What follows belongs to an exercise in optimizing a design on an open flow for small area and few clock cycles per item; a production flow would make more cautious choices. At most, simulation tests tie the RTL to the original design; equivalence was not proved. No functional check of the RTL was part of run 1.

==> flow/config.mk <==
export PLATFORM = sky130hd
export DESIGN_NAME = posture_deviation_dwell_detector_unit
export DESIGN_NICKNAME = posture_deviation_dwell_detector_unit
export VERILOG_FILES = /design/flow/design.v
export SDC_FILE = /design/flow/constraint.sdc
export NUM_CORES = 4
export LEC_CHECK = 0
export ABC_AREA = 1
export CAP_MARGIN = 20
export CORE_MARGIN = 2
export CORE_UTILIZATION = 40
export CTS_BUF_LIST = sky130_fd_sc_hd__clkbuf_8
export CTS_CLUSTER_DIAMETER = 60
export CTS_CLUSTER_SIZE = 12
export GPL_TIMING_DRIVEN = 0
export SLEW_MARGIN = 20
==> flow/constraint.sdc <==
create_clock -name core_clock -period 14.0 [get_ports {clk}]
set_input_delay 2.8000 -clock core_clock [delete_from_list [all_inputs] [get_ports {clk}]]
set_output_delay 2.8000 -clock core_clock [all_outputs]
set_load 0.01 [all_outputs]
==> flow/design.v <==
package pdd_pkg;
    localparam int CFG_W      = 6;
    localparam int PITCH_W    = 11;
    localparam int DEV_W      = 12;
    localparam int MAG_W      = 11;
    localparam int DWELL_W    = 16;
    localparam int CNT_W      = 6;
    localparam int WORD_W     = 32;
    localparam int DUR_W      = 23;
    localparam int ADDR_W     = 5;
    localparam int IDX_W      = 3;
    localparam int DIV_BLK    = 9;
    localparam logic [CFG_W-1:0]   CFG_MIN       = 6'd1;
    localparam logic [CFG_W-1:0]   CFG_MAX       = 6'd60;
    localparam logic [CFG_W-1:0]   THRESHOLD_RST = 6'd15;
    localparam logic [CFG_W-1:0]   SUSTAIN_RST   = 6'd5;
    localparam logic [CFG_W-1:0]   RECOVER_RST   = 6'd5;
    localparam logic [CNT_W-1:0]   CNT_MAX       = 6'd63;
    typedef enum logic [1:0] {
        POSTURE_UNKNOWN = 2'd0,
        POSTURE_UPRIGHT = 2'd1,
        POSTURE_SLOUCH  = 2'd2
    } posture_t;
    typedef enum logic [1:0] {
        OP_TICK        = 2'd0,
        OP_CALIBRATE   = 2'd1,
        OP_STATS_CLEAR = 2'd2,
        OP_UNUSED      = 2'd3
    } opcode_t;
    typedef enum logic [IDX_W-1:0] {
        REG_THRESHOLD    = 3'd0,
        REG_SUSTAIN      = 3'd1,
        REG_RECOVER      = 3'd2,
        REG_PRESET_BASE  = 3'd3,
        REG_PRESET_VALID = 3'd4
    } reg_idx_t;
    typedef struct packed {
        logic [CFG_W-1:0] threshold_deg;
        logic [CFG_W-1:0] slouch_delay;
        logic [CFG_W-1:0] recover_sec;
    } cfg_t;
    typedef struct packed {
        logic                      baseline_we;
        logic signed [PITCH_W-1:0] baseline;
        logic                      valid_we;
        logic                      valid;
    } preset_load_t;
    function automatic logic [CFG_W-1:0] clamp_cfg(input logic [CFG_W-1:0] v);
        logic [CFG_W-1:0] r;
        begin
            r = v;
            if (v < CFG_MIN)
            begin
                r = CFG_MIN;
            end
            else if (v > CFG_MAX)
            begin
                r = CFG_MAX;
            end
            clamp_cfg = r;
        end
    endfunction
    function automatic logic [7:0] div125_step(input logic [6:0] r, input logic b);
        logic [7:0] t;
        logic [7:0] d;
        begin
            t = {r, b};
            d = t - 8'd125;
            if (t >= 8'd125)
            begin
                div125_step = {1'b1, d[6:0]};
            end
            else
            begin
                div125_step = {1'b0, t[6:0]};
            end
        end
    endfunction
endpackage
module pdd_regs
(
    input  logic                              clk,
    input  logic                              rst_n,
    input  logic                              psel,
    input  logic                              penable,
    input  logic                              pwrite,
    input  logic [pdd_pkg::ADDR_W-1:0]        paddr,
    input  logic [pdd_pkg::WORD_W-1:0]        pwdata,
    output logic [pdd_pkg::WORD_W-1:0]        prdata,
    output logic                              pready,
    output pdd_pkg::cfg_t                     cfg,
    output pdd_pkg::preset_load_t             preset_load
);
    logic [pdd_pkg::CFG_W-1:0]          threshold_reg;
    logic [pdd_pkg::CFG_W-1:0]          sustain_reg;
    logic [pdd_pkg::CFG_W-1:0]          recover_reg;
    logic signed [pdd_pkg::PITCH_W-1:0] preset_base_reg;
    logic                               preset_valid_reg;
    logic                               wr_en;
    pdd_pkg::reg_idx_t                  idx;
    logic [pdd_pkg::CFG_W-1:0]          wr_clamped;
    assign pready     = 1'b1;
    assign wr_en      = psel && penable && pwrite;
    assign idx        = pdd_pkg::reg_idx_t'(paddr[pdd_pkg::ADDR_W-1:2]);
    assign wr_clamped = pdd_pkg::clamp_cfg(pwdata[pdd_pkg::CFG_W-1:0]);
    always_ff @(posedge clk or negedge rst_n)
    begin
        if (!rst_n)
        begin
            threshold_reg    <= pdd_pkg::THRESHOLD_RST;
            sustain_reg      <= pdd_pkg::SUSTAIN_RST;
            recover_reg      <= pdd_pkg::RECOVER_RST;
            preset_base_reg  <= '0;
            preset_valid_reg <= 1'b0;
        end
        else if (wr_en)
        begin
            case (idx)
                pdd_pkg::REG_THRESHOLD:    threshold_reg    <= wr_clamped;
                pdd_pkg::REG_SUSTAIN:      sustain_reg      <= wr_clamped;
                pdd_pkg::REG_RECOVER:      recover_reg      <= wr_clamped;
                pdd_pkg::REG_PRESET_BASE:  preset_base_reg  <= pwdata[pdd_pkg::PITCH_W-1:0];
                pdd_pkg::REG_PRESET_VALID: preset_valid_reg <= pwdata[0];
                default:                   ;
            endcase
        end
    end
    always_comb
    begin
        preset_load.baseline_we = wr_en && (idx == pdd_pkg::REG_PRESET_BASE);
        preset_load.baseline    = pwdata[pdd_pkg::PITCH_W-1:0];
        preset_load.valid_we    = wr_en && (idx == pdd_pkg::REG_PRESET_VALID);
        preset_load.valid       = pwdata[0];
    end
    assign cfg.threshold_deg = threshold_reg;
    assign cfg.slouch_delay  = sustain_reg;
    assign cfg.recover_sec   = recover_reg;
    always_comb
    begin
        case (idx)
            pdd_pkg::REG_THRESHOLD:    prdata = {26'd0, threshold_reg};
            pdd_pkg::REG_SUSTAIN:      prdata = {26'd0, sustain_reg};
            pdd_pkg::REG_RECOVER:      prdata = {26'd0, recover_reg};
            pdd_pkg::REG_PRESET_BASE:  prdata = {{21{preset_base_reg[10]}}, preset_base_reg};
            pdd_pkg::REG_PRESET_VALID: prdata = {31'd0, preset_valid_reg};
            default:                   prdata = '0;
        endcase
    end
endmodule
module pdd_tracker
(
    input  logic                               clk,
    input  logic                               rst_n,
    input  pdd_pkg::cfg_t                      cfg,
    input  pdd_pkg::preset_load_t              preset_load,
    input  logic                               in_valid,
    output logic                               in_ready,
    input  logic [1:0]                         opcode,
    input  logic signed [pdd_pkg::PITCH_W-1:0] pitch_x10,
    input  logic [pdd_pkg::WORD_W-1:0]         now_ms,
    output logic                               out_valid,
    input  logic                               out_ready,
    output logic [1:0]                         posture,
    output logic signed [pdd_pkg::DEV_W-1:0]   deviation_x10,
    output logic [pdd_pkg::WORD_W-1:0]         session_count,
    output logic [pdd_pkg::WORD_W-1:0]         slouch_time_sec,
    output logic [pdd_pkg::DUR_W-1:0]          longest_session_sec,
    output logic [pdd_pkg::WORD_W-1:0]         since_upright_sec,
    output logic                               event_valid,
    output logic [pdd_pkg::WORD_W-1:0]         event_start_ms,
    output logic [pdd_pkg::DUR_W-1:0]          event_duration_sec,
    output logic [pdd_pkg::MAG_W-1:0]          event_peak_dev_x10
);
    localparam int BLK = pdd_pkg::DIV_BLK;
    localparam int SHW = 3 * BLK;
    logic                               out_valid_reg;
    logic [1:0]                         posture_reg;
    logic signed [pdd_pkg::PITCH_W-1:0] baseline_reg;
    logic                               calibrated_reg;
    logic [pdd_pkg::CNT_W-1:0]          dwell_reg;
    logic                               dwell_above_reg;
    logic [pdd_pkg::WORD_W-1:0]         start_n_reg;
    logic [pdd_pkg::MAG_W-1:0]          peak_n_reg;
    logic [pdd_pkg::WORD_W-1:0]         sessions_reg;
    logic [pdd_pkg::WORD_W-1:0]         slouch_reg;
    logic [pdd_pkg::DUR_W-1:0]          longest_reg;
    logic [pdd_pkg::WORD_W-1:0]         seconds_reg;
    logic [pdd_pkg::WORD_W-1:0]         since_reg;
    logic                               mark_zero_reg;
    logic                               mark_above_reg;
    logic                               ev_reg;
    logic signed [pdd_pkg::DEV_W-1:0]   dev_reg;
    logic [6:0]                         dq_rem_reg;
    logic [SHW-1:0]                     dq_sh_reg;
    logic [1:0]                         busy_reg;
    logic                               accept;
    logic                               is_tick, is_cal, is_clear;
    logic signed [pdd_pkg::DEV_W-1:0]   dev;
    logic [pdd_pkg::DEV_W-1:0]          dev_abs;
    logic [pdd_pkg::MAG_W-1:0]          mag;
    logic [9:0]                         thr_x10;
    logic                               over;
    logic                               in_slouch;
    logic [pdd_pkg::CNT_W-1:0]          dwell_inc;
    logic [pdd_pkg::CNT_W-1:0]          above_inc;
    logic [pdd_pkg::CNT_W-1:0]          below_inc;
    logic                               enter, leave, mark;
    logic [15:0]                        sustain_ms;
    logic [pdd_pkg::WORD_W-1:0]         diff;
    logic [pdd_pkg::WORD_W:0]           diff_c;
    logic                               short_dur;
    logic [BLK-1:0]                     q_blk;
    logic [6:0]                         rem_blk;
    logic                               hi_gt, hi_eq;
    logic [BLK-1:0]                     longest_lo;
    logic [pdd_pkg::DUR_W-1:0]          dur;
    logic [pdd_pkg::DUR_W-1:0]          longest_cur;
    logic [pdd_pkg::WORD_W:0]           seconds_inc;
    logic [pdd_pkg::WORD_W:0]           since_inc;
    logic                               tick_acc, clear_acc;
    logic [pdd_pkg::CFG_W-1:0]          slouch_add;
    assign in_ready = (busy_reg == 2'd0) && (!out_valid_reg || out_ready);
    assign accept   = in_valid && in_ready;
    assign is_tick  = (opcode == pdd_pkg::OP_TICK);
    assign is_cal   = (opcode == pdd_pkg::OP_CALIBRATE);
    assign is_clear = (opcode == pdd_pkg::OP_STATS_CLEAR);
    assign dev       = {pitch_x10[10], pitch_x10} - {baseline_reg[10], baseline_reg};
    assign dev_abs   = dev[pdd_pkg::DEV_W-1] ? -dev : dev;
    assign mag       = dev_abs[pdd_pkg::MAG_W-1:0];
    assign thr_x10   = {cfg.threshold_deg, 3'd0} + {2'd0, cfg.threshold_deg, 1'b0};
    assign over      = mag > {1'b0, thr_x10};
    assign in_slouch = (posture_reg == pdd_pkg::POSTURE_SLOUCH);
    assign dwell_inc = (dwell_reg == pdd_pkg::CNT_MAX) ? dwell_reg : dwell_reg + 6'd1;
    assign above_inc = dwell_above_reg ? dwell_inc : 6'd1;
    assign below_inc = dwell_above_reg ? 6'd1 : dwell_inc;
    assign enter = is_tick && calibrated_reg && over && !in_slouch
                   && (above_inc >= cfg.slouch_delay);
    assign leave = is_tick && calibrated_reg && !over && in_slouch
                   && (below_inc >= cfg.recover_sec);
    assign mark  = is_tick && calibrated_reg && !over
                   && (!in_slouch || (below_inc >= cfg.recover_sec));
    assign sustain_ms  = {cfg.slouch_delay, 10'd0} - {5'd0, cfg.slouch_delay, 5'd0}
                         + {7'd0, cfg.slouch_delay, 3'd0};
    assign diff_c      = {now_ms, 1'b1} + {start_n_reg, 1'b1};
    assign diff        = diff_c[pdd_pkg::WORD_W:1];
    assign tick_acc    = accept && is_tick;
    assign seconds_inc = {1'b0, seconds_reg} + {32'd0, tick_acc};
    assign since_inc   = {1'b0, since_reg} + {32'd0, tick_acc};
    assign clear_acc   = accept && is_clear;
    assign slouch_add  = (accept && enter) ? cfg.slouch_delay
                         : {5'd0, tick_acc && calibrated_reg && in_slouch && !leave};
    assign short_dur = diff[31:3] < 29'd64000;
    always_comb
    begin
        logic [7:0] s;
        rem_blk = dq_rem_reg;
        for (int i = BLK - 1; i >= 0; i--)
        begin
            s        = pdd_pkg::div125_step(rem_blk, dq_sh_reg[2 * BLK + i]);
            q_blk[i] = s[7];
            rem_blk  = s[6:0];
        end
    end
    assign hi_gt = dq_sh_reg[2*BLK-5:0] > longest_reg[pdd_pkg::DUR_W-1:BLK];
    assign hi_eq = dq_sh_reg[2*BLK-5:0] == longest_reg[pdd_pkg::DUR_W-1:BLK];
    always_comb
    begin
        logic qbig, eq, qb, lb;
        qbig = ev_reg && hi_gt;
        eq   = ev_reg && hi_eq;
        for (int i = BLK - 1; i >= 0; i--)
        begin
            qb            = q_blk[i];
            lb            = longest_reg[i];
            longest_lo[i] = qbig ? qb : (eq ? (qb || lb) : lb);
            qbig          = qbig || (eq && qb && !lb);
            eq            = eq && (qb == lb);
        end
    end
    assign dur         = {dq_sh_reg[2*BLK-5:0], q_blk};
    assign longest_cur = {(ev_reg && hi_gt) ? dq_sh_reg[2*BLK-5:0]
                                            : longest_reg[pdd_pkg::DUR_W-1:BLK],
                          longest_lo};
    always_ff @(posedge clk or negedge rst_n)
    begin
        if (!rst_n)
        begin
            out_valid_reg <= 1'b0;
            busy_reg      <= 2'd0;
        end
        else if (busy_reg != 2'd0)
        begin
            out_valid_reg <= (busy_reg == 2'd1);
            busy_reg      <= busy_reg - 2'd1;
        end
        else if (in_ready)
        begin
            out_valid_reg <= in_valid && !(leave && !short_dur);
            busy_reg      <= (in_valid && leave && !short_dur) ? 2'd2 : 2'd0;
        end
    end
    always_ff @(posedge clk or negedge rst_n)
    begin
        if (!rst_n)
        begin
            posture_reg     <= pdd_pkg::POSTURE_UNKNOWN;
            baseline_reg    <= '0;
            calibrated_reg  <= 1'b0;
            dwell_reg       <= '0;
            longest_reg     <= '0;
            mark_zero_reg   <= 1'b1;
            mark_above_reg  <= 1'b0;
            ev_reg          <= 1'b0;
        end
        else if (accept)
        begin
            ev_reg      <= leave;
            longest_reg <= is_clear ? '0 : longest_cur;
            if (is_tick)
            begin
                if (mark)
                begin
                    mark_zero_reg  <= seconds_inc[pdd_pkg::WORD_W];
                    mark_above_reg <= 1'b0;
                end
                else
                begin
                    if (seconds_inc[pdd_pkg::WORD_W])
                    begin
                        mark_above_reg <= 1'b1;
                    end
                    else if (since_inc[pdd_pkg::WORD_W])
                    begin
                        mark_above_reg <= 1'b0;
                    end
                end
                if (!calibrated_reg)
                begin
                    posture_reg <= pdd_pkg::POSTURE_UNKNOWN;
                end
                else if (over)
                begin
                    dwell_reg       <= above_inc;
                    if (enter)
                    begin
                        posture_reg <= pdd_pkg::POSTURE_SLOUCH;
                    end
                end
                else
                begin
                    dwell_reg       <= below_inc;
                    if (!in_slouch || leave)
                    begin
                        posture_reg <= pdd_pkg::POSTURE_UPRIGHT;
                    end
                end
            end
            else if (is_cal)
            begin
                baseline_reg   <= pitch_x10;
                calibrated_reg <= 1'b1;
                posture_reg    <= pdd_pkg::POSTURE_UPRIGHT;
                dwell_reg      <= '0;
            end
            else if (is_clear)
            begin
                dwell_reg    <= '0;
            end
        end
        else
        begin
            if (preset_load.baseline_we)
            begin
                baseline_reg <= preset_load.baseline;
            end
            if (preset_load.valid_we)
            begin
                calibrated_reg <= preset_load.valid;
            end
        end
    end
    always_ff @(posedge clk or negedge rst_n)
    begin
        if (!rst_n)
        begin
            seconds_reg  <= '0;
            sessions_reg <= '0;
            slouch_reg   <= '0;
        end
        else
        begin
            seconds_reg  <= seconds_inc[pdd_pkg::WORD_W-1:0];
            sessions_reg <= clear_acc ? '0 : sessions_reg + {31'd0, accept && enter};
            slouch_reg   <= clear_acc ? '0 : slouch_reg + {26'd0, slouch_add};
        end
    end
    always_ff @(posedge clk)
    begin
        since_reg <= (tick_acc && mark) ? '0 : since_inc[pdd_pkg::WORD_W-1:0];
    end
    always_ff @(posedge clk)
    begin
        if (accept)
        begin
            if (is_tick && calibrated_reg)
            begin
                dwell_above_reg <= over;
            end
            if (enter)
            begin
                start_n_reg <= ~(now_ms - {16'd0, sustain_ms});
                peak_n_reg  <= ~mag;
            end
            else if (is_tick && calibrated_reg && over && in_slouch && (mag > ~peak_n_reg))
            begin
                peak_n_reg <= ~mag;
            end
            else if (is_clear)
            begin
                start_n_reg <= '1;
                peak_n_reg  <= '1;
            end
        end
    end
    always_ff @(posedge clk)
    begin
        if (accept)
        begin
            dev_reg <= is_cal ? '0 : dev;
            if (leave && short_dur)
            begin
                dq_rem_reg <= diff[18:12];
                dq_sh_reg  <= {diff[11:3], {(2 * BLK){1'b0}}};
            end
            else if (leave)
            begin
                dq_rem_reg <= {5'd0, diff[31:30]};
                dq_sh_reg  <= diff[29:3];
            end
            else
            begin
                dq_rem_reg <= '0;
                dq_sh_reg  <= '0;
            end
        end
        else if (busy_reg != 2'd0)
        begin
            dq_rem_reg <= rem_blk;
            dq_sh_reg  <= {dq_sh_reg[2*BLK-1:0], q_blk};
        end
    end
    assign out_valid           = out_valid_reg;
    assign posture             = posture_reg;
    assign deviation_x10       = dev_reg;
    assign session_count       = sessions_reg;
    assign slouch_time_sec     = slouch_reg;
    assign longest_session_sec = longest_cur;
    assign since_upright_sec   = (mark_zero_reg || mark_above_reg) ? '0 : since_reg;
    assign event_valid         = ev_reg;
    assign event_start_ms      = ev_reg ? ~start_n_reg : '0;
    assign event_duration_sec  = dur;
    assign event_peak_dev_x10  = ev_reg ? ~peak_n_reg : '0;
endmodule
module posture_deviation_dwell_detector_unit
(
    input  logic                               clk,
    input  logic                               rst_n,
    input  logic                               psel,
    input  logic                               penable,
    input  logic                               pwrite,
    input  logic [pdd_pkg::ADDR_W-1:0]         paddr,
    input  logic [pdd_pkg::WORD_W-1:0]         pwdata,
    output logic [pdd_pkg::WORD_W-1:0]         prdata,
    output logic                               pready,
    input  logic                               in_valid,
    output logic                               in_ready,
    input  logic [1:0]                         opcode,
    input  logic signed [pdd_pkg::PITCH_W-1:0] pitch_x10,
    input  logic [pdd_pkg::WORD_W-1:0]         now_ms,
    output logic                               out_valid,
    input  logic                               out_ready,
    output logic [1:0]                         posture,
    output logic signed [pdd_pkg::DEV_W-1:0]   deviation_x10,
    output logic [pdd_pkg::WORD_W-1:0]         session_count,
    output logic [pdd_pkg::WORD_W-1:0]         slouch_time_sec,
    output logic [pdd_pkg::DUR_W-1:0]          longest_session_sec,
    output logic [pdd_pkg::WORD_W-1:0]         since_upright_sec,
    output logic                               event_valid,
    output logic [pdd_pkg::WORD_W-1:0]         event_start_ms,
    output logic [pdd_pkg::DUR_W-1:0]          event_duration_sec,
    output logic [pdd_pkg::MAG_W-1:0]          event_peak_dev_x10
);
    pdd_pkg::cfg_t         cfg;
    pdd_pkg::preset_load_t preset_load;
    pdd_regs u_regs
    (
        .clk         (clk),
        .rst_n       (rst_n),
        .psel        (psel),
        .penable     (penable),
        .pwrite      (pwrite),
        .paddr       (paddr),
        .pwdata      (pwdata),
        .prdata      (prdata),
        .pready      (pready),
        .cfg         (cfg),
        .preset_load (preset_load)
    );
    pdd_tracker u_tracker
    (
        .clk                 (clk),
        .rst_n               (rst_n),
        .cfg                 (cfg),
        .preset_load         (preset_load),
        .in_valid            (in_valid),
        .in_ready            (in_ready),
        .opcode              (opcode),
        .pitch_x10           (pitch_x10),
        .now_ms              (now_ms),
        .out_valid           (out_valid),
        .out_ready           (out_ready),
        .posture             (posture),
        .deviation_x10       (deviation_x10),
        .session_count       (session_count),
        .slouch_time_sec     (slouch_time_sec),
        .longest_session_sec (longest_session_sec),
        .since_upright_sec   (since_upright_sec),
        .event_valid         (event_valid),
        .event_start_ms      (event_start_ms),
        .event_duration_sec  (event_duration_sec),
        .event_peak_dev_x10  (event_peak_dev_x10)
    );
endmodule
==> flow/flow/run.sh <==
#!/bin/bash
# The standard layout (standard.sh, unchanged synthesis), with the port
# buffers made as the smallest plain buffer, buf_1, through an ORFS variable.
# Each tool's output is in standard.log and in the ORFS logs under orfs/logs.
set -o pipefail
export BUFFER_PORTS_ARGS="-buffer_cell sky130_fd_sc_hd__buf_1"
bash standard.sh > standard.log 2>&1
==> flow/standard.sh <==
#!/bin/bash
# synth_recipe.tcl (not shown) runs the flow's synth.tcl, then flattens the netlist and writes it again
# the make line also repeats each setting of config.mk as NAME=value (left out here)
make -C /OpenROAD-flow-scripts/flow DESIGN_CONFIG=/design/flow/config.mk WORK_HOME=/design/flow/orfs CLKGATE_MAP_FILE= SYNTH_SCRIPT=/design/flow/synth_recipe.tcl "${@:-finish}"
==> flow_metrics.env, run 1 <==
export IMPL_setup_viol=0
export IMPL_critPathKind="reg -> out"
export IMPL_crit_path_end_kind="primary output"
export IMPL_postCtsSetupRepairBufs=0
export IMPL_final_cell_mix="nand2_1 (550), inv_1 (440), nor2_1 (327), buf_1 (300), dfrtp_1 (166)"
export IMPL_synth_cell_types=65
export IMPL_routabilityCongestion=0.907
export IMPL_drt_wl_total_um=60800
export IMPL_wl_per_cell_um=16.1
export IMPL_core_area_um2=51100
export IMPL_synthFlopType="dfrtp_1"
export IMPL_synth_edf_count=90
export IMPL_synthArstFlopShare_pct=58.9
export IMPL_grt_pass1_vias=18300
export IMPL_worstMarginPinSlew_ns=1.03
export IMPL_cts_resized=0
export IMPL_h_tree_depth=2
export IMPL_hold_end="u_tracker.seconds_reg[5]"
export IMPL_cp_common_cell="nand2_1"
export IMPL_yosys_register_bits=297
export IMPL_tritoncts="done"
export IMPL_root_buffer="clkbuf_8"
export IMPL_clkLatencyLatePin_ns=0.58
export IMPL_finalHoldViolations=0
export IMPL_antenna_found_initial=4
export IMPL_worstRegToRegCells=65
export IMPL_slowest_stage="edfxtp_1"
export IMPL_dr_pass1_iters=5
export IMPL_start_util_pct=40.3
export IMPL_crit_path_max_incr_delay_ns=0.46
export IMPL_slew_headroom_pct=31.1
export IMPL_drtIter0Drc=1106
export IMPL_synth_warnings=2
export IMPL_vias=19000
export IMPL_worst_ep_required_time_ns=11.20
export IMPL_r2r_end="u_tracker.dq_rem_reg[6]"
export IMPL_min_from="u_tracker.seconds_reg[5]"
export IMPL_post_route_period_util_pct=85.8
export IMPL_r2r_start="u_tracker.dq_rem_reg[0]"
export IMPL_fmax_ghz=0.0833
export IMPL_crit_fanout=10
export IMPL_port_buffers=299
export IMPL_syn_area_um2=20600
export IMPL_skew_ns=0.0356
export IMPL_viasPerCell=5.03
export IMPL_worst_path_dominant_cell_family="simple AND/OR/NAND/NOR gates"
export IMPL_clock_sinks=297
export IMPL_num_io_pins=324
export IMPL_fin_setup_tns_ns=0
export IMPL_cts_buffers=34
export IMPL_grt_max_degree=32
export IMPL_holdPathStages=1
export IMPL_drc=0
export IMPL_report_final_slew_viol_count=0
export IMPL_layout_drive_gt1_share_pct=6.73
export IMPL_nNetsFinal=3303
export IMPL_critPathLaunchType="register"
export IMPL_synth_nets=2959
export IMPL_final_area_um2=23500
export IMPL_final_common_cell="nand2_1"
export IMPL_clk_path_buf_depth=3
export IMPL_syn_area_per_cell_um2=7.56
export IMPL_status="complete, no violations"
export IMPL_die_h_um=231
export IMPL_post_route_min_period_ns=12.01
export IMPL_critPathBufInv=11
export IMPL_syn_instance_count=2722
export IMPL_arrival_ns=9.21
export IMPL_die_w_um=231
export IMPL_postRouteAntennaNets=0
export IMPL_postCtsHoldBufs=0
export IMPL_grt_pass1_wl_um=96200
export IMPL_place_area_um2=22700
export IMPL_hpwl_um=49000
export IMPL_rsz0062_at_grt="false"
export IMPL_grt_overflow_total=0
export IMPL_core_rowCount=83
export IMPL_cap_violations=0
export IMPL_synthToLayoutAreaGrowth_pct=14.0
export IMPL_dieArea_um2=53300
export IMPL_cts_clk_slew_worst_paths_ns=0.07
export IMPL_grt_total_usage_pct=22.6
export IMPL_r2r_slack_ns=5.01
export IMPL_hold_path_class="reg -> reg"
export IMPL_yosysSeqAreaShare_pct=37.6
[per-layer routing]
metal  wire (um)  global-route usage, %  vias to the layer above
met5          44                      0                        -
met3        3580                   4.32                      104
li1            -                      -                     9494
met4        1750                   7.58                        6
met1       26300                   28.5                     8871
met2       29100                   38.7                      479
[kinds of logic (layout without fill, tap and decap cells)]
logic type	Yosys count	in the layout	synth area share, %
simple gates	1232	1232	26.5
other cells	1	2	0.0182
xor+xnor	112	112	4.90
fa+ha+maj	148	148	9.11
compound gates	409	409	11.5
buf+inv	522	889	10.4
mux	1	1	0.0547
flops	297	297	37.6
[worst max-delay path by stage]
| stage | start | end | depth (start not counted) |
|---|---|---|---|
| after floorplan | u_tracker.dq_rem_reg[0] | longest_session_sec[0] | 62 |
| after global placement | rst_n | u_tracker.slouch_reg[24] | 1 |
| after detailed placement | u_tracker.dq_sh_reg[26] | longest_session_sec[0] | 62 |
| after CTS | u_tracker.dq_rem_reg[0] | longest_session_sec[0] | 62 |
| after global routing | u_tracker.dq_rem_reg[0] | longest_session_sec[0] | 58 |
| final | u_tracker.dq_rem_reg[0] | longest_session_sec[0] | 63 |
[stage by stage]
step / util [%] / setup slack, ns / hold slack (ns) / std cells
2_1_floorplan: - / 3.85 / 0.422 / 2722
3_3_place_gp: 44.1 / 1.19 / 0.456 / 3701
3_5_place_dp: 44.5 / 2.62 / 0.462 / 3710
4_1_cts: 45.9 / 1.98 / 0.471 / 3769
5_1_grt: 45.9 / 0.976 / 0.487 / 3770
6_report: 45.9 / 1.99 / 0.468 / 3770
[Yosys cell counts (10+ instances only)]
master    instances  area, um^2
o211ai_1         12        90.1
o21ai_0         162         811
a31oi_1          16         100
dfrtp_1         166        4150
nor2_4           11         124
edfxtp_1         90        2700
buf_4            37         278
xor2_1           91         797
nor2_1          328        1230
nand2_4          10         113
clkbuf_1         39         146
o21a_1           10        75.1
dfxtp_1          32         641
nand4_1          26         163
nand3_1         155         776
ha_1            145        1810
nand2_1         550        2060
o22ai_1          24         150
a21oi_1         113         566
or2_2            17         106
nor3_1           67         335
nand2_2          21         131
xnor2_1          19         166
o21bai_1         12        90.1
inv_1           426        1600
[cell type report]
class | instances | area (um^2)
timing repair buffer | 308 | 1310
multi-input combinational | 1903 | 10700
buffer | 87 | 499
clock inverter | 24 | 218
antenna | 1 | 2.50
tap | 680 | 851
clock buffer | 35 | 482
sequential | 297 | 7730
fill | 5201 | 27600
inverter | 435 | 1630
==> run 2, diff against run 1 <==
--- a/flow/design.v
+++ b/flow/design.v
@@ -11,3 +11,3 @@
     localparam int IDX_W      = 3;
-    localparam int DIV_BLK    = 9;
+    localparam int DIV_BLK    = 8;
     localparam logic [CFG_W-1:0]   CFG_MIN       = 6'd1;
@@ -175,2 +175,3 @@
     localparam int SHW = 3 * BLK;
+    localparam int HIW = pdd_pkg::DUR_W - BLK;
     logic                               out_valid_reg;
@@ -251,3 +252,3 @@
                          : {5'd0, tick_acc && calibrated_reg && in_slouch && !leave};
-    assign short_dur = diff[31:3] < 29'd64000;
+    assign short_dur = diff[31:3] < 29'(125 << BLK);
     always_comb
@@ -263,4 +264,4 @@
     end
-    assign hi_gt = dq_sh_reg[2*BLK-5:0] > longest_reg[pdd_pkg::DUR_W-1:BLK];
-    assign hi_eq = dq_sh_reg[2*BLK-5:0] == longest_reg[pdd_pkg::DUR_W-1:BLK];
+    assign hi_gt = dq_sh_reg[HIW-1:0] > longest_reg[pdd_pkg::DUR_W-1:BLK];
+    assign hi_eq = dq_sh_reg[HIW-1:0] == longest_reg[pdd_pkg::DUR_W-1:BLK];
     always_comb
@@ -279,4 +280,4 @@
     end
-    assign dur         = {dq_sh_reg[2*BLK-5:0], q_blk};
-    assign longest_cur = {(ev_reg && hi_gt) ? dq_sh_reg[2*BLK-5:0]
+    assign dur         = {dq_sh_reg[HIW-1:0], q_blk};
+    assign longest_cur = {(ev_reg && hi_gt) ? dq_sh_reg[HIW-1:0]
                                             : longest_reg[pdd_pkg::DUR_W-1:BLK],
@@ -431,4 +432,4 @@
             begin
-                dq_rem_reg <= diff[18:12];
-                dq_sh_reg  <= {diff[11:3], {(2 * BLK){1'b0}}};
+                dq_rem_reg <= diff[3 + BLK +: 7];
+                dq_sh_reg  <= {diff[3 +: BLK], {(2 * BLK){1'b0}}};
             end
@@ -436,4 +437,4 @@
             begin
-                dq_rem_reg <= {5'd0, diff[31:30]};
-                dq_sh_reg  <= diff[29:3];
+                dq_rem_reg <= 7'(diff[31:3 + SHW]);
+                dq_sh_reg  <= diff[3 +: SHW];
             end
--- a/flow/config.mk
+++ b/flow/config.mk
@@ -10,3 +10,3 @@
 export CORE_MARGIN = 2
-export CORE_UTILIZATION = 40
+export CORE_UTILIZATION = 60
 export CTS_BUF_LIST = sky130_fd_sc_hd__clkbuf_8
==> run 2 against run 1 <==
Effect of this change: first-iteration DRC count rose by 17%; critical path depth fell by 11; area after synthesis fell by 1.7%; clock-buffer cell count fell by 4; clock skew rose by 0.019 ns.
==> flow_metrics.env, run 2 <==
export IMPL_nNetsFinal=3221
export IMPL_cts_clk_slew_worst_paths_ns=0.09
export IMPL_synthArstFlopShare_pct=59.5
export IMPL_wl_per_cell_um=15.9
export IMPL_dieArea_um2=35200
export IMPL_final_common_cell="nand2_1"
export IMPL_cap_violations=0
export IMPL_synth_warnings=2
export IMPL_critPathBufInv=12
export IMPL_r2r_start="u_tracker.baseline_reg[0]"
export IMPL_slowest_stage="o41ai_1"
export IMPL_cp_common_cell="inv_1"
export IMPL_hpwl_um=44200
export IMPL_worst_ep_required_time_ns=14.53
export IMPL_worst_path_dominant_cell_family="simple AND/OR/NAND/NOR gates"
export IMPL_post_route_min_period_ns=11.74
export IMPL_place_area_um2=22100
export IMPL_postCtsHoldBufs=0
export IMPL_yosysTopAreaCell="dfrtp_1"
export IMPL_yosysTopAreaCellShare_pct=20.5
export IMPL_setup_viol=0
export IMPL_rsz0062_at_grt="false"
export IMPL_die_h_um=188
export IMPL_dpl_cell_count=3403
export IMPL_routabilityCongestion=0.923
export IMPL_synth_edf_count=87
export IMPL_drt_wl_total_um=55100
export IMPL_syn_area_per_cell_um2=7.64
export IMPL_critical_path_startpoint="pitch_x10[0]"
export IMPL_slew_headroom_pct=25.7
export IMPL_dr_pass1_iters=6
export IMPL_critPathKind="in -> reg"
export IMPL_crit_fanout=7
export IMPL_clk_path_buf_depth=3
export IMPL_syn_area_um2=20200
export IMPL_post_route_period_util_pct=83.8
export IMPL_holdPathStages=1
export IMPL_clkLatencyLatePin_ns=0.64
export IMPL_nFillCells=3009
export IMPL_min_from="u_tracker.busy_reg[1]"
export IMPL_core_area_um2=33400
export IMPL_r2r_slack_ns=4.27
export IMPL_syn_instance_count=2647
export IMPL_postCtsSetupRepairBufs=0
export IMPL_postRouteAntennaNets=0
export IMPL_port_buffers=299
export IMPL_worstMarginPinSlew_ns=1.11
export IMPL_fmax_ghz=0.0852
export IMPL_yosys_register_bits=294
export IMPL_arrival_ns=12.27
export IMPL_vias=18600
export IMPL_synth_top_cells_by_count="nand2_1 (511), inv_1 (415), nor2_1 (319), dfrtp_1 (166), o21ai_0 (159)"
export IMPL_num_io_pins=324
export IMPL_grt_total_usage_pct=31.1
export IMPL_critPathLaunchType="input port"
export IMPL_fin_setup_tns_ns=0
export IMPL_synth_cell_types=67
export IMPL_synth_nets=2881
export IMPL_synthFlopType="dfrtp_1"
export IMPL_postLayoutCoreUtil_pct=68.0
export IMPL_r2r_end="u_tracker.slouch_reg[31]"
export IMPL_cts_buffers=30
export IMPL_h_tree_depth=1
export IMPL_finalHoldViolations=0
export IMPL_final_cell_mix="nand2_1 (511), inv_1 (431), nor2_1 (318), buf_1 (301), dfrtp_1 (166)"
export IMPL_clock_sinks=294
export IMPL_grt_pass1_wl_um=89400
export IMPL_tritoncts="done"
export IMPL_grt_max_degree=34
export IMPL_hold_path_class="reg -> reg"
export IMPL_drc=0
export IMPL_cp_depth=52
export IMPL_antenna_found_initial=2
export IMPL_fin_cells=3460
export IMPL_synthToLayoutAreaGrowth_pct=12.3
export IMPL_hold_end="u_tracker.out_valid_reg"
export IMPL_report_final_slew_viol_count=0
export IMPL_synthMostInstantiatedCell="nand2_1"
export IMPL_start_util_pct=60.6
export IMPL_die_w_um=188
export IMPL_core_rowCount=67
export IMPL_crit_path_end_kind="register"
export IMPL_cts_resized=0
export IMPL_viasPerCell=5.38
export IMPL_grt_pass1_vias=17800
export IMPL_layout_drive_gt1_share_pct=7.11
export IMPL_final_area_um2=22700
export IMPL_synth_area_leaders="dfrtp_1 (21%), edfxtp_1 (13%), nand2_1 (9.5%)"
export IMPL_status="complete, no violations"
export IMPL_crit_path_max_incr_delay_ns=0.92
export IMPL_skew_ns=0.0546
export IMPL_root_buffer="clkbuf_8"
export IMPL_worstRegToRegCells=50
export IMPL_grt_overflow_total=0
export IMPL_drtIter0Drc=1297
export IMPL_yosysSeqAreaShare_pct=37.8
## run 2: changes by cell type after synthesis, sizes merged, moves of 7 or more
cell   change
nand2     -23
nor3      -11
nand3     -28
inv       -10
a31oi      -7
nor2      -15
## run 2: kinds of logic (layout without fill, tap and decap cells)
logic type	count (synthesis)	after routing	synth area share (%)
xor+xnor	116	116	5.10
flops	294	294	37.8
fa+ha+maj	145	145	9.08
buf+inv	515	879	10.4
compound gates	406	406	11.7
simple gates	1168	1168	25.8
mux	2	2	0.105
other cells	1	2	0.0185
## run 2: how the worst max path moves through the flow
stage	endpoint	slack [ns]
floorplan	u_tracker.slouch_reg[31]	4.61
global placement	u_tracker.slouch_reg[14]	1.52
detailed placement	u_tracker.slouch_reg[31]	1.88
CTS	u_tracker.slouch_reg[31]	2.57
global route	u_tracker.slouch_reg[31]	1.52
finish	u_tracker.slouch_reg[31]	2.26
## run 2: worst register-to-register path, delay by kind of cell (launching register included)
family,cells,cell delay (ns)
adders and majority gates,4,1.13
DFF,1,0.37
xor gates and xnor gates,2,0.65
AOI/OAI and AO/OA,10,2.16
and+or+nand+nor,24,4.41
buffers and inverters,10,0.99
## run 2: per-layer routing
metal  track usage (%)  wire, um  up-vias
li1                  -         -     9253
met1              41.7     24200     8647
met2              51.9     25100      640
met3              5.84      4360       88
met4              8.57      1420        0
met5                 0         0        -
## run 2: final cells by class
cell class | instances | area [um^2] | area share (%)
clock inverters | 25 | 168 | 0.739
inverters | 427 | 1610 | 7.07
well taps | 448 | 561 | 2.47
flip-flops and latches | 294 | 7640 | 33.7
plain buffers | 88 | 497 | 2.19
clock buffers | 31 | 427 | 1.88
multi-input cells | 1838 | 10500 | 46.2
diodes | 1 | 2.50 | 0.0110
repair buffers | 308 | 1300 | 5.72
## run 2: per-stage QoR
step                setup slack [ns]  hold WS [ns]
finish                          2.26         0.447
global route                    1.52         0.477
detailed placement              1.88         0.439
CTS                             2.57         0.452
floorplan                       4.61         0.422
global placement                1.52         0.434
Testbench counts of run 2, summed over its fixed seeds: cycles 24,070, items 24,000.
==> run 3, diff against run 2 <==
--- a/flow/config.mk
+++ b/flow/config.mk
@@ -10,3 +10,3 @@
 export CORE_MARGIN = 2
-export CORE_UTILIZATION = 60
+export CORE_UTILIZATION = 40
 export CTS_BUF_LIST = sky130_fd_sc_hd__clkbuf_8
==> run 3 against run 2 <==
Effect of this change: still clean on timing, DRC and antenna; area after synthesis stayed put; sequential cell count stayed put; setup slack improved by 0.39 ns; non-clock buffer count unchanged; critical path depth fell by 4; cell area up 2.1%; worst hold slack improved by 0.023 ns; sequential share of layout area down 0.69 points; largest cell class unchanged.
==> flow_metrics.env, run 3 <==
export IMPL_yosysTopAreaCell="dfrtp_1"
export IMPL_worstMarginPinSlew_ns=0.986
export IMPL_yosysTopAreaCellShare_pct=20.5
export IMPL_skew_ns=0.0390
export IMPL_clkLatencyLatePin_ns=0.62
export IMPL_postCtsSetupRepairBufs=0
export IMPL_syn_area_um2=20200
export IMPL_clk_path_buf_depth=3
export IMPL_synth_nets=2881
export IMPL_nFillCells=5150
export IMPL_postRouteAntennaNets=0
export IMPL_setup_viol=0
export IMPL_h_tree_depth=2
export IMPL_clock_sinks=294
export IMPL_synth_edf_count=87
export IMPL_synth_area_leaders="dfrtp_1 (21%), edfxtp_1 (13%), nand2_1 (9.5%)"
export IMPL_status="complete, no violations"
export IMPL_r2r_end="u_tracker.slouch_reg[30]"
export IMPL_dieArea_um2=52400
export IMPL_vias=18500
export IMPL_use_met2_pct=37.6
export IMPL_min_from="u_tracker.seconds_reg[2]"
export IMPL_grt_total_usage_pct=22.0
export IMPL_final_common_cell="nand2_1"
export IMPL_root_buffer="clkbuf_8"
export IMPL_die_h_um=229
export IMPL_slowest_stage="nor4_1"
export IMPL_grt_max_degree=32
export IMPL_final_cell_mix="nand2_1 (511), inv_1 (424), nor2_1 (318), buf_1 (301), dfrtp_1 (166)"
export IMPL_yosys_register_bits=294
export IMPL_grt_overflow_total=0
export IMPL_holdWs_ns=0.471
export IMPL_post_route_period_util_pct=81.0
export IMPL_synthArstFlopShare_pct=59.5
export IMPL_hold_path_class="reg -> reg"
export IMPL_post_route_min_period_ns=11.34
export IMPL_cap_violations=0
export IMPL_grt_use_met3_pct=4.17
export IMPL_critPathLaunchType="input port"
export IMPL_r2r_slack_ns=4.67
export IMPL_ff_latch_area_um2=7640
export IMPL_syn_area_per_cell_um2=7.64
export IMPL_grt_use_met1_pct=28.4
export IMPL_drc=0
export IMPL_drtIter0Drc=1225
export IMPL_synth_top_cells_by_count="nand2_1 (511), inv_1 (415), nor2_1 (319), dfrtp_1 (166), o21ai_0 (159)"
export IMPL_crit_path_max_incr_delay_ns=0.65
export IMPL_fmax_ghz=0.0881
export IMPL_antenna_found_initial=3
export IMPL_postCtsHoldBufs=0
export IMPL_worst_ep_required_time_ns=14.50
export IMPL_start_util_pct=40.4
export IMPL_viasPerCell=5.01
export IMPL_wl_per_cell_um=15.9
export IMPL_nNetsFinal=3229
export IMPL_cts_resized=0
export IMPL_place_area_um2=22400
export IMPL_crit_fanout=7
export IMPL_hold_end="u_tracker.seconds_reg[2]"
export IMPL_synth_cell_types=67
export IMPL_critPathKind="in -> reg"
export IMPL_synthMostInstantiatedCell="nand2_1"
export IMPL_dr_pass1_iters=6
export IMPL_worstRegToRegCells=46
export IMPL_num_io_pins=324
export IMPL_fin_setup_tns_ns=0
export IMPL_drt_wl_total_um=58700
export IMPL_crit_path_end_kind="register"
export IMPL_grt_pass1_wl_um=93500
export IMPL_arrival_ns=11.85
export IMPL_hpwl_um=47000
export IMPL_finalHoldViolations=0
export IMPL_cts_clk_slew_worst_paths_ns=0.08
export IMPL_synthToLayoutAreaGrowth_pct=14.6
export IMPL_cts_buffers=38
export IMPL_postLayoutCoreUtil_pct=46.3
export IMPL_syn_instance_count=2647
export IMPL_routabilityCongestion=0.899
export IMPL_final_area_um2=23200
export IMPL_grt_busiest_layer="met2"
export IMPL_die_w_um=229
export IMPL_r2r_start="u_tracker.baseline_reg[0]"
export IMPL_rsz0062_at_grt="false"
export IMPL_core_rowCount=82
export IMPL_yosysSeqAreaShare_pct=37.8
export IMPL_report_final_slew_viol_count=0
export IMPL_multi_input_area_um2=10500
export IMPL_synth_warnings=2
export IMPL_cp_common_cell="nor2_1"
export IMPL_holdPathStages=1
export IMPL_tritoncts="done"
export IMPL_synthFlopType="dfrtp_1"
export IMPL_slew_headroom_pct=34.0
export IMPL_layout_drive_gt1_share_pct=7.64
export IMPL_port_buffers=299
export IMPL_core_area_um2=50100
export IMPL_grt_pass1_vias=17800
run 3: stage by stage:
stage | cells | setup WS, ns
final | 3697 | 2.66
after global routing | 3697 | 1.78
after CTS | 3694 | 2.75
after detailed placement | 3627 | 2.12
after global placement | 3618 | 1.06
after floorplan | 2647 | 4.61
run 3: worst max-delay path by stage:
stage / startpoint / endpoint / slack [ns] / depth (start not counted)
floorplan: pitch_x10[0] / u_tracker.slouch_reg[31] / 4.61 / 53
global placement: rst_n / u_tracker.sessions_reg[20] / 1.06 / 1
detailed placement: pitch_x10[0] / u_tracker.slouch_reg[30] / 2.12 / 48
CTS: pitch_x10[0] / u_tracker.slouch_reg[30] / 2.75 / 48
global route: pitch_x10[0] / u_tracker.slouch_reg[30] / 1.78 / 48
finish: pitch_x10[0] / u_tracker.slouch_reg[30] / 2.66 / 48
run 3: layer usage:
layer  up-vias  share of wire (%)
met1      8689                 44
li1       9279                  -
met2       478                 48
met3        93                5.9
met4         0                2.7
met5         -                  0
run 3: critical path, delay by kind of cell:
kind,cells,cell delay [ns]
adders and majority gates,5,1.27
and+or+nand+nor,22,4.13
xor gates and xnor gates,2,0.68
buffers and inverters,8,0.87
AOI/OAI and AO/OA,11,2.08
run 3: cells by family (layout without fill, tap and decap cells):
kind of cell / Yosys count / in the layout / synth area share [%]
compound gates: 406 / 406 / 11.7
xor+xnor: 116 / 116 / 5.10
fa+ha+maj: 145 / 145 / 9.08
buf+inv: 515 / 890 / 10.4
flops: 294 / 294 / 37.8
mux: 2 / 2 / 0.105
other cells: 1 / 4 / 0.0185
simple gates: 1168 / 1168 / 25.8
run 3: layout make-up:
type | count | area share [%]
multi-input cells | 1838 | 45.3
flip-flops and latches | 294 | 33.0
inverters | 427 | 6.93
repair buffers | 308 | 5.70
well taps | 672 | 3.63
clock buffers | 40 | 2.38
plain buffers | 88 | 2.15
clock inverters | 27 | 0.918
diodes | 3 | 0.0324
==> run 4, diff against run 3 <==
--- a/flow/config.mk
+++ b/flow/config.mk
@@ -8,9 +8,9 @@
 export ABC_AREA = 1
-export CAP_MARGIN = 20
+export CAP_MARGIN = 10
 export CORE_MARGIN = 2
-export CORE_UTILIZATION = 40
-export CTS_BUF_LIST = sky130_fd_sc_hd__clkbuf_8
-export CTS_CLUSTER_DIAMETER = 60
-export CTS_CLUSTER_SIZE = 12
+export CORE_UTILIZATION = 60
+export CTS_BUF_LIST = sky130_fd_sc_hd__clkbuf_4
+export CTS_CLUSTER_DIAMETER = 50
+export CTS_CLUSTER_SIZE = 8
 export GPL_TIMING_DRIVEN = 0
-export SLEW_MARGIN = 20
+export SLEW_MARGIN = 10
==> run 4 against run 3 <==
Effect of this change: non-clock buffer count unchanged; via count up 1.2%; sequential share of layout area up 0.66 points; worst hold slack worse by 0.045 ns; clock-buffer cell count up 33.
==> flow_metrics.env, run 4 <==
export IMPL_status="complete, no violations"
export IMPL_synth_compound_area_share_pct=11.7
export IMPL_crit_path_end_kind="register"
export IMPL_yosysSeqAreaShare_pct=37.8
export IMPL_layout_drive_gt1_share_pct=8.33
export IMPL_synth_area_mux_share_pct=0.105
export IMPL_cts_resized=0
export IMPL_syn_area_um2=20200
export IMPL_yosysTopAreaCellShare_pct=20.5
export IMPL_final_common_cell="nand2_1"
export IMPL_antenna_found_initial=1
export IMPL_drt_wl_total_um=55300
export IMPL_r2r_slack_ns=4.27
export IMPL_synthMostInstantiatedCell="nand2_1"
export IMPL_grt_pass1_vias=17900
export IMPL_cts_clk_slew_worst_paths_ns=0.10
export IMPL_crit_fanout=7
export IMPL_clk_path_buf_depth=3
export IMPL_synth_top_family_by_area="simple AND/OR/NAND/NOR gates"
export IMPL_report_final_slew_viol_count=0
export IMPL_postRouteAntennaNets=0
export IMPL_h_tree_depth=2
export IMPL_fin_setup_tns_ns=0
export IMPL_synthToLayoutAreaGrowth_pct=12.4
export IMPL_r2r_end="u_tracker.slouch_reg[31]"
export IMPL_rsz0062_at_grt="false"
export IMPL_synth_nets=2881
export IMPL_die_w_um=188
export IMPL_synth_adder_area_share_pct=9.08
export IMPL_synth_top_cells_by_count="nand2_1 (511), inv_1 (415), nor2_1 (319), dfrtp_1 (166), o21ai_0 (159)"
export IMPL_root_buffer="clkbuf_4"
export IMPL_hold_end="u_tracker.out_valid_reg"
export IMPL_synthFlopType="dfrtp_1"
export IMPL_cap_violations=0
export IMPL_grt_max_degree=36
export IMPL_synthSimpleGateAreaFrac_pct=25.8
export IMPL_synth_area_leaders="dfrtp_1 (21%), edfxtp_1 (13%), nand2_1 (9.5%)"
export IMPL_finalHoldViolations=0
export IMPL_holdWs_ns=0.426
export IMPL_worst_ep_required_time_ns=14.62
export IMPL_synth_edf_count=87
export IMPL_cp_common_cell="inv_1"
export IMPL_clkLatencyLatePin_ns=0.72
export IMPL_tritoncts="done"
export IMPL_routabilityCongestion=0.923
export IMPL_viasPerCell=5.38
export IMPL_synth_warnings=2
export IMPL_synthArstFlopShare_pct=59.5
export IMPL_arrival_ns=12.25
export IMPL_nFillCells=2959
export IMPL_post_route_min_period_ns=11.63
export IMPL_start_util_pct=60.6
export IMPL_grt_total_usage_pct=31.3
export IMPL_dieArea_um2=35200
export IMPL_worstRegToRegCells=50
export IMPL_hold_path_class="reg -> reg"
export IMPL_grt_overflow_total=0
export IMPL_synth_cell_types=67
export IMPL_multi_input_area_um2=10500
export IMPL_fmax_ghz=0.0860
export IMPL_vias=18800
export IMPL_core_rowCount=67
export IMPL_syn_instance_count=2647
export IMPL_slew_headroom_pct=23.8
export IMPL_holdPathStages=1
export IMPL_r2r_start="u_tracker.baseline_reg[0]"
export IMPL_yosys_register_bits=294
export IMPL_final_cell_mix="nand2_1 (511), inv_1 (415), nor2_1 (318), buf_1 (301), dfrtp_1 (166)"
export IMPL_port_buffers=299
export IMPL_min_from="u_tracker.busy_reg[1]"
export IMPL_crit_path_max_incr_delay_ns=0.94
export IMPL_die_h_um=188
export IMPL_dr_pass1_iters=5
export IMPL_drtIter0Drc=1192
export IMPL_post_route_period_util_pct=83.1
export IMPL_hpwl_um=43900
export IMPL_slowest_stage="o41ai_1"
export IMPL_grt_pass1_wl_um=89500
export IMPL_drc=0
export IMPL_postCtsSetupRepairBufs=0
export IMPL_critPathKind="in -> reg"
export IMPL_cts_buffers=44
export IMPL_critPathLaunchType="input port"
export IMPL_skew_ns=0.0944
export IMPL_nNetsFinal=3235
export IMPL_core_area_um2=33400
export IMPL_setup_viol=0
export IMPL_clock_sinks=294
export IMPL_num_io_pins=324
export IMPL_wl_per_cell_um=15.9
export IMPL_ff_latch_area_um2=7640
export IMPL_synth_xor_area_share_pct=5.10
export IMPL_postCtsHoldBufs=0
export IMPL_worstMarginPinSlew_ns=1.14
export IMPL_yosysTopAreaCell="dfrtp_1"
export IMPL_syn_area_per_cell_um2=7.64
## run 4: changes by cell type in the layout (fill, tap and decap cells not counted), moves of 2 or more
cell        delta
clkbuf_8      -40
clkinv_4       -2
inv_1          -9
clkbuf_4      +73
clkinv_2       -2
clkinvlp_4     -2
buf_16         -2
inv_6          -4
inv_2          +2
## run 4: critical path: cells and delay by family
kind / cells / cell delay (ns)
buffers and inverters: 12 / 1.15
adders and majority gates: 4 / 1.13
xor gates and xnor gates: 2 / 0.66
AOI/OAI and AO/OA: 10 / 2.18
and+or+nand+nor: 24 / 4.32
## run 4: layer usage
metal / global-route usage [%] / vias up / part of all wire, %
li1: - / 9309 / -
met3: 6.61 / 99 / 7.9
met4: 9.51 / 0 / 2.7
met5: 0 / - / 0
met2: 51.4 / 644 / 45
met1: 41.8 / 8701 / 44
## run 4: worst max path at each step
stage                  from                        to  slack, ns  cells after the start
6_report       pitch_x10[0]  u_tracker.slouch_reg[31]       2.37                     52
5_1_grt        pitch_x10[0]  u_tracker.slouch_reg[31]       1.52                     52
4_1_cts        pitch_x10[0]  u_tracker.slouch_reg[31]       2.62                     52
3_5_place_dp   pitch_x10[0]  u_tracker.slouch_reg[31]       1.87                     52
3_3_place_gp          rst_n  u_tracker.slouch_reg[14]       1.52                      1
2_1_floorplan  pitch_x10[0]  u_tracker.slouch_reg[31]       4.61                     53
## run 4: kinds of logic after synthesis
| kind of cell | Yosys count |
|---|---|
| other cells | 1 |
| flops | 294 |
| xor+xnor | 116 |
| fa+ha+maj | 145 |
| simple gates | 1168 |
| compound gates | 406 |
| buf+inv | 515 |
| mux | 2 |
## run 4: final cells by class
cell class                 count  share of cell area, %
multi-input combinational   1838                   46.2
timing repair buffer         308                   5.68
inverter                     427                   7.07
sequential                   294                   33.6
buffer                        88                   2.19
tap                          448                   2.47
clock buffer                  73                   2.41
antenna                        3                 0.0330
clock inverter                 8                  0.286
## run 4: per-stage QoR
step           cell area (um^2)  cells  setup WS, ns  utilization, %
3_3_place_gp              21900   3394          1.52            65.6
4_1_cts                   22700   3484          2.62            68.1
5_1_grt                   22700   3486          1.52            68.1
3_5_place_dp              22100   3403          1.87            66.2
2_1_floorplan             20200   2647          4.61               -
6_report                  22700   3487          2.37            68.1
==> run 5, diff against run 4 <==
==> flow/flow/run.sh (replaced) <==
#!/bin/bash
# Layout flow: the standard flow (standard.sh), with one added step.
#  1. the standard synthesis, unchanged (standard.sh synth).
#  2. The logic between the flip-flops of its netlist is remapped by ABC for
#     area (area.abc). The flip-flops are kept as black boxes, so they keep
#     their names and cell types; then ORFS's own closing synthesis steps
#     (splitnets, tie cells, pass-through buffers) are repeated.
#  3. the standard flow continues from that netlist to the final layout,
#     with the port buffers made as the smallest plain buffer, buf_1.
# Each tool's full output goes to a log file of its own in this folder.
set -euo pipefail
HERE=$(pwd)
RES=$HERE/orfs/results/$FLOW_PLATFORM/posture_deviation_dwell_detector_unit/base
LIB=$FLOW_HOME/platforms/sky130hd/lib/sky130_fd_sc_hd__tt_025C_1v80.lib
export BUFFER_PORTS_ARGS="-buffer_cell sky130_fd_sc_hd__buf_1"

bash standard.sh synth > standard_synth.log 2>&1

cp $RES/1_2_yosys.v $HERE/synth_standard.v
python3 flow/cells_gen.py $HERE/synth_standard.v $HERE/cells.v > cells_gen.log 2>&1
DONT_USE=$(grep -o -- '-dont_use [A-Za-z0-9_]*' orfs/logs/$FLOW_PLATFORM/posture_deviation_dwell_detector_unit/base/1_2_yosys.log | sort -u | tr '\n' ' ')
cat > remap.ys <<EOS
read_verilog $HERE/cells.v
read_verilog $HERE/synth_standard.v
hierarchy -check -top $FLOW_TOP
flatten
rename -hide w:* i:* o:* %u %d
techmap
opt -purge
abc -liberty $LIB $DONT_USE -script $HERE/flow/area.abc
delete A:blackbox
delete sky130_fd_sc_hd__*
read_liberty -lib $LIB
splitnets
opt_clean -purge
hilomap -singleton -hicell sky130_fd_sc_hd__conb_1 HI -locell sky130_fd_sc_hd__conb_1 LO
insbuf -buf sky130_fd_sc_hd__buf_4 A X
rename -hide w:* i:* o:* %u %d
opt_clean -purge
tee -o $HERE/remap_stat.txt stat -liberty $LIB
check -assert -mapped
write_verilog -noattr -nohex -nodec $HERE/synth_remap.v
EOS
yosys -s remap.ys > remap.log 2>&1

cp $HERE/synth_remap.v $RES/1_2_yosys.v
rm -f $RES/1_synth.odb
bash standard.sh > standard.log 2>&1
==> flow/flow/area.abc (new file) <==
strash
&get -n
&dch -f
&nf -R 1000 -p
&put
topo
==> flow/flow/cells_gen.py (new file) <==
# Writes a Verilog model of the standard cells a netlist uses: the
# combinational cells as assigns of their liberty functions, the flip-flops
# as black boxes, so that yosys can remap the logic between the flip-flops.
import re,sys
L='/OpenROAD-flow-scripts/flow/platforms/sky130hd/lib/sky130_fd_sc_hd__tt_025C_1v80.lib'
lib=open(L).read()
cells=sorted(set(re.findall(r'sky130_fd_sc_hd__[a-z0-9_]+', open(sys.argv[1]).read())))
flops={'sky130_fd_sc_hd__dfrtp_1':('CLK D RESET_B','Q'),'sky130_fd_sc_hd__dfstp_2':('CLK D SET_B','Q'),
       'sky130_fd_sc_hd__dfxtp_1':('CLK D','Q'),'sky130_fd_sc_hd__edfxtp_1':('CLK D DE','Q')}
out=[]
for c in cells:
    if c in flops:
        ins,o=flops[c]
        out.append(f"(* blackbox *) module {c}({', '.join(ins.split()+[o])});\n"+''.join(f"  input {i};\n" for i in ins.split())+f"  output {o};\nendmodule\n")
        continue
    i=lib.index(f'cell ("{c}")')
    j=lib.find('\n    cell (', i+10)
    body=lib[i:j if j>0 else len(lib)]
    pins=re.findall(r'\n        pin \("(\w+)"\) \{(.*?)\n        \}', body, re.S)
    ins=[];outs=[]
    for p,pb in pins:
        d=re.search(r'direction : "(\w+)"',pb).group(1)
        if d=='input': ins.append(p)
        else:
            fm=re.search(r'\n            function : "([^"]*)"',pb)
            outs.append((p,fm.group(1)))
    s=f"module {c}({', '.join(ins+[o for o,_ in outs])});\n"+''.join(f"  input {i};\n" for i in ins)
    for o,f in outs:
        f=f.replace('!','~').replace('+','|')
        if f in ('0','1'): f="1'b"+f
        s+=f"  output {o};\n  assign {o} = {f};\n"
    out.append(s+"endmodule\n")
open(sys.argv[2],'w').write('\n'.join(out))
--- a/flow/config.mk
+++ b/flow/config.mk
@@ -8,9 +8,9 @@
 export ABC_AREA = 1
-export CAP_MARGIN = 10
+export CAP_MARGIN = 20
 export CORE_MARGIN = 2
-export CORE_UTILIZATION = 60
-export CTS_BUF_LIST = sky130_fd_sc_hd__clkbuf_4
-export CTS_CLUSTER_DIAMETER = 50
-export CTS_CLUSTER_SIZE = 8
+export CORE_UTILIZATION = 40
+export CTS_BUF_LIST = sky130_fd_sc_hd__clkbuf_8
+export CTS_CLUSTER_DIAMETER = 60
+export CTS_CLUSTER_SIZE = 12
 export GPL_TIMING_DRIVEN = 0
-export SLEW_MARGIN = 10
+export SLEW_MARGIN = 20
==> run 5 against run 4 <==
Effect of this change: still clean; clock skew shrank 0.062 ns; global-route usage shrank 10 points; via count shrank 22%; final cell count shrank 21%; maximum frequency shrank 12%; non-clock buffer count shrank 53; largest cell class unchanged.
==> flow_metrics.env, run 5 <==
export IMPL_synth_warnings=2
export IMPL_critPathLaunchType="register"
export IMPL_clkLatencyLatePin_ns=0.61
export IMPL_grt_overflow_total=0
export IMPL_core_rowCount=75
export IMPL_place_area_um2=19000
export IMPL_preCtsSetupSlack_ns=-0.102
export IMPL_viasPerCell=5.31
export IMPL_worst_path_dominant_cell_family="simple AND/OR/NAND/NOR gates"
export IMPL_hold_path_class="reg -> reg"
export IMPL_crit_path_max_incr_delay_ns=0.45
export IMPL_dpl_cell_count=2692
export IMPL_clock_sinks=294
export IMPL_layout_setup_ws_ns=0.764
export IMPL_skew_ns=0.0320
export IMPL_fmax_ghz=0.0756
export IMPL_rsz0062_at_grt="true"
export IMPL_synthToLayoutAreaGrowth_pct=17.1
export IMPL_holdPathStages=1
export IMPL_worst_ep_required_time_ns=11.20
export IMPL_cts_buffers=35
export IMPL_r2r_end="u_tracker.sessions_reg[31]"
export IMPL_final_area_um2=19800
export IMPL_fin_cells=2758
export IMPL_critPathKind="reg -> out"
export IMPL_core_area_um2=41800
export IMPL_postRouteAntennaNets=0
export IMPL_slew_headroom_pct=34.4
export IMPL_grt_total_usage_pct=21.1
export IMPL_worstRegToRegCells=49
export IMPL_port_buffers=299
export IMPL_hpwl_um=35200
export IMPL_crit_path_end_kind="primary output"
export IMPL_holdWs_ns=0.466
export IMPL_grt_pass1_wl_um=73700
export IMPL_arrival_ns=10.44
export IMPL_drtIter0Drc=967
export IMPL_dr_pass1_iters=5
export IMPL_setup_viol=0
export IMPL_cts_clk_slew_worst_paths_ns=0.07
export IMPL_syn_area_um2=16900
export IMPL_grt_pass1_vias=13500
export IMPL_post_route_period_util_pct=94.5
export IMPL_cp_common_cell="nor2_1"
export IMPL_num_io_pins=324
export IMPL_critPathBufInv=2
export IMPL_fin_setup_tns_ns=0
export IMPL_dieArea_um2=43800
export IMPL_layout_drive_gt1_share_pct=5.77
export IMPL_min_from="u_tracker.seconds_reg[21]"
export IMPL_crit_fanout=10
export IMPL_slowest_stage="edfxtp_1"
export IMPL_post_route_min_period_ns=13.24
export IMPL_r2r_slack_ns=3.17
export IMPL_root_buffer="clkbuf_8"
export IMPL_nFillCells=4090
export IMPL_wl_per_cell_um=17.1
export IMPL_syn_area_per_cell_um2=9.19
export IMPL_ff_latch_area_um2=7640
export IMPL_hold_end="u_tracker.seconds_reg[21]"
export IMPL_status="complete, no violations"
export IMPL_multi_input_area_um2=9000
export IMPL_h_tree_depth=2
export IMPL_routabilityCongestion=0.863
export IMPL_clk_path_buf_depth=3
export IMPL_die_w_um=209
export IMPL_syn_instance_count=1835
export IMPL_final_common_cell="buf_1"
export IMPL_synth_nets=1924
export IMPL_cap_violations=0
export IMPL_r2r_start="u_tracker.baseline_reg[0]"
export IMPL_vias=14700
export IMPL_start_util_pct=40.4
export IMPL_drc=0
export IMPL_die_h_um=209
export IMPL_postLayoutCoreUtil_pct=47.3
export IMPL_worstMarginPinSlew_ns=0.983
export IMPL_drt_wl_total_um=47200
export IMPL_cp_depth=47
export IMPL_report_final_slew_viol_count=0
export IMPL_final_cell_mix="buf_1 (298), nand2_1 (204), nor2_1 (174), dfrtp_1 (165), a21oi_1 (132)"
export IMPL_finalHoldViolations=0
export IMPL_nNetsFinal=2282
export IMPL_tritoncts="done"
export IMPL_antenna_found_initial=7
export IMPL_grt_max_degree=51
-- run 5: cell count changes in the layout (fill, tap and decap cells not counted), sizes merged, moves of 37 or more --
cell	previous run	this run
inv	428	16
nand2	558	206
nor2	332	181
ha	142	0
nand3	138	35
nor2b	0	100
xnor2	23	119
clkbuf	116	36
and2	5	76
o21ai	172	115
and3	3	41
clkinv	6	44
nand2b	0	37
-- run 5: how the worst max path moves through the flow --
stage | start | end | slack [ns]
after floorplan | pitch_x10[0] | u_tracker.sessions_reg[31] | 1.39
after CTS | u_tracker.dq_sh_reg[23] | longest_session_sec[0] | 0.09
after detailed placement | u_tracker.dq_sh_reg[23] | longest_session_sec[0] | -0.10
after global placement | pitch_x10[0] | u_tracker.slouch_reg[30] | -1.59
after global routing | u_tracker.dq_sh_reg[23] | longest_session_sec[0] | -0.21
final | u_tracker.dq_sh_reg[23] | longest_session_sec[0] | 0.76
-- run 5: final cells by class --
cell class / instances / share of cell area, %
diodes: 2 / 0.0253
plain buffers: 22 / 0.836
clock buffers: 36 / 2.51
clock inverters: 25 / 0.988
inverters: 40 / 0.766
multi-input cells: 1479 / 45.6
flip-flops and latches: 294 / 38.7
well taps: 539 / 3.41
repair buffers: 321 / 7.18
-- run 5: metal layers --
| metal | global-route usage [%] | share of wire (%) | wire length (um) |
|---|---|---|---|
| met4 | 7.54 | 2.3 | 1100 |
| met3 | 5.33 | 7.0 | 3320 |
| met5 | 0 | 0.15 | 69 |
| met2 | 32.6 | 45 | 21100 |
| met1 | 28.8 | 46 | 21700 |
-- run 5: timing repair --
| action | in CTS | in global routing |
|---|---|---|
| resized for setup | 4 | 7 |
| hold buffers | 0 | 0 |
| endpoints found under the setup margin | 2 | 8 |
| buffers inserted | 0 | 3 |

-- port drivers added, routing unchanged --
Ports are ideal in the flow. The routed layouts listed here were re-timed in OpenROAD. Step 1 (the two cells are an assumption about what drives the block):
set clk [get_ports {clk}]
set_driving_cell -lib_cell sky130_fd_sc_hd__clkbuf_16 $clk
set_driving_cell -lib_cell sky130_fd_sc_hd__buf_2 [delete_from_list [all_inputs] $clk]
Step 2 adds t to the input delays and takes it off the output delays; t is the mean of the earliest and latest rising clock arrival at the registers after step 1. Input paths then give back, and output paths get back, about the clock's delay inside the block. Slacks: ideal ports / drivers / drivers and shift; pairs: ideal ports / drivers.
run	t, ns	slack for setup (ns)	worst setup path at the end	pins driven straight from the clock port
run 1	0.616	1.994 / 1.940 / 2.556	register to output	1
run 2	0.663	2.262 / 2.293 / 1.630	input to register	1
run 3	0.655	2.656 / 2.688 / 2.033	input to register	1
run 4	0.730	2.369 / 2.401 / 1.671	input to register	1
run 5	0.645	0.764 / 0.714 / 0.523	input to register	1
After both steps setup and hold are still met in every run listed. For run 4, which loses most, drivers alone change the setup slack by +0.032 ns; drivers and shift together by -0.698 ns.
